From an optimization exercise on the open Yosys and OpenROAD flow, aimed at small area; shortcuts taken in it are not production practice. In this exercise RTL edits were held to simulation tests only and were not proved equivalent to the original.

// csr_counter_unit
module csr_counter_unit (
  input  logic        clk,
  input  logic        rst_n,
  input  logic        csr_valid_i,
  input  logic [2:0]  csr_op_i,
  input  logic [11:0] csr_addr_i,
  input  logic [31:0] csr_wdata_i,
  output logic [31:0] csr_rdata_o,
  output logic        csr_hit_o,
  output logic        csr_illegal_o,
  input  logic        retire_i,
  input  logic [7:0]  event_i
);
  localparam int NC = 6;
  logic [4:0]  idx;
  logic [6:0]  grp;
  logic        g_mlo, g_mhi, g_ulo, g_uhi, g_evt, idx_lo, impl, is_wr_op, wr_ok;
  logic        cnt_win, evt_win, inh_addr, hit;
  logic [6:0]  idx_is;
  logic [31:0] rdata, wdata_new;
  logic        live_q;
  logic [63:0] cnt [NC];        
  logic [4:0]  evt_sel_q [4];
  logic [5:0]  inhibit_q;       
  logic [NC-1:0] cnt_en, wr_lo, wr_hi, rsel_lo, rsel_hi;
  logic [3:0]  wr_evt, rsel_evt;
  logic        wr_inh, rsel_inh;
  always_comb begin
    idx      = csr_addr_i[4:0];
    grp      = csr_addr_i[11:5];
    for (int k = 0; k < 7; k++) idx_is[k] = (idx == 5'(k));
    g_mlo    = (grp == 7'h58);
  ...
Size in the first run: ~2200 cells after synthesis, about 410 flip-flops, roughly 93 I/O pins, about 0.020 sq mm of cells after synthesis.
==> flow/config.mk <==
export PLATFORM = sky130hd
export DESIGN_NAME = csr_counter_unit
export DESIGN_NICKNAME = csr_counter_unit
export VERILOG_FILES = /design/flow/design.v
export SDC_FILE = /design/flow/constraint.sdc
export NUM_CORES = 4
export LEC_CHECK = 0
export CAP_MARGIN = 0
export CORE_MARGIN = 2
export CORE_UTILIZATION = 65
export SLEW_MARGIN = 0
export SYNTH_HIERARCHICAL = 1
==> flow/constraint.sdc <==
create_clock -name core_clock -period 6.5 [get_ports {clk}]
set_input_delay 1.3000 -clock core_clock [delete_from_list [all_inputs] [get_ports {clk}]]
set_output_delay 1.3000 -clock core_clock [all_outputs]
set_load 0.01 [all_outputs]
standard.sh (not shown) runs the stock make flow with config.mk's settings and CLKGATE_MAP_FILE= SYNTH_SCRIPT=/design/flow/synth_recipe.tcl, a recipe that flattens the netlist after the stock synthesis.
==> flow/flow/run.sh <==
#!/bin/bash
set -euo pipefail
here=$(pwd)
{
  echo 'proc abc {args} {'
  echo '  set i [lsearch -exact $args -script]'
  echo "  if {\$i >= 0} { lset args [expr {\$i + 1}] $here/flow/abc_area_delay.script }"
  echo '  yosys abc {*}$args'
  echo '}'
  cat synth_recipe.tcl
} > flow_synth.tcl
export CTS_ARGS="-sink_clustering_enable -repair_clock_nets -dont_use_dummy_load -sink_clustering_size 24 -sink_clustering_max_diameter 100 -buf_list sky130_fd_sc_hd__clkbuf_16"
export BUFFER_PORTS_ARGS="-buffer_cell sky130_fd_sc_hd__buf_1"
export REMOVE_ABC_BUFFERS=1
bash standard.sh SYNTH_SCRIPT="$here/flow_synth.tcl" finish > flow_run.log 2>&1
==> flow/flow/abc_area_delay.script <==
&get -n
&st
&dch
&nf
&st
&syn2
&if -g -K 6
&synch2
&nf
&st
&syn2
&if -g -K 6
&synch2
&nf
&st
&syn2
&if -g -K 6
&synch2
&nf
&st
&syn2
&if -g -K 6
&synch2
&nf
&st
&syn2
&if -g -K 6
&synch2
&nf
&put
topo
The starting point completed without violations.
Edit:
--- a/flow/flow/run.sh
+++ b/flow/flow/run.sh
@@ -11,3 +11,3 @@
 } > flow_synth.tcl
-export CTS_ARGS="-sink_clustering_enable -repair_clock_nets -dont_use_dummy_load -sink_clustering_size 24 -sink_clustering_max_diameter 100 -buf_list sky130_fd_sc_hd__clkbuf_16"
+export CTS_ARGS="-sink_clustering_enable -repair_clock_nets -dont_use_dummy_load -sink_clustering_size 27 -sink_clustering_max_diameter 100 -buf_list sky130_fd_sc_hd__clkbuf_16"
 export BUFFER_PORTS_ARGS="-buffer_cell sky130_fd_sc_hd__buf_1"
- CAP_MARGIN: 0 -> 5
- SLEW_MARGIN: 0 -> 5
What happened: Fmax drops by 0.54%; utilization drops by 0.16 points; global-route usage hardly moves; non-clock buffer count stays the same; final cell count stays flat; hold slack improved by 0.0047 ns; setup slack got worse by 0.031 ns; final area is about the same; synthesized area stays the same; clock-buffer cell count drops by 2.

-- port drivers added, routing unchanged --
No port has a modelled driver above. Below, the same layouts with a new extraction and two added sets of constraints.
Step 1 (the two cells are an assumption about what drives the block):
set clk [get_ports {clk}]
set_driving_cell -lib_cell sky130_fd_sc_hd__clkbuf_16 $clk
set_driving_cell -lib_cell sky130_fd_sc_hd__buf_2 [delete_from_list [all_inputs] $clk]
Step 2 also shifts input and output timing later by t, the mid clock arrival at the registers, as if the neighbouring blocks saw the same clock.
Slacks: ideal ports / drivers / drivers and shift; pairs: ideal ports / drivers.
| run | t, ns | setup WS [ns] | hold slack, ns | clock arrival spread, ns | worst data-port slew with drivers (ns) |
|---|---|---|---|---|---|
| the first run | 0.588 | 0.700 / 0.716 / 0.143 | 0.512 / 0.481 / 0.514 | 0.059 / 0.059 | 0.04 |
| the second run | 0.587 | 0.669 / 0.698 / 0.112 | 0.517 / 0.488 / 0.517 | 0.058 / 0.057 | 0.04 |
After both steps every run listed still meets setup and hold.
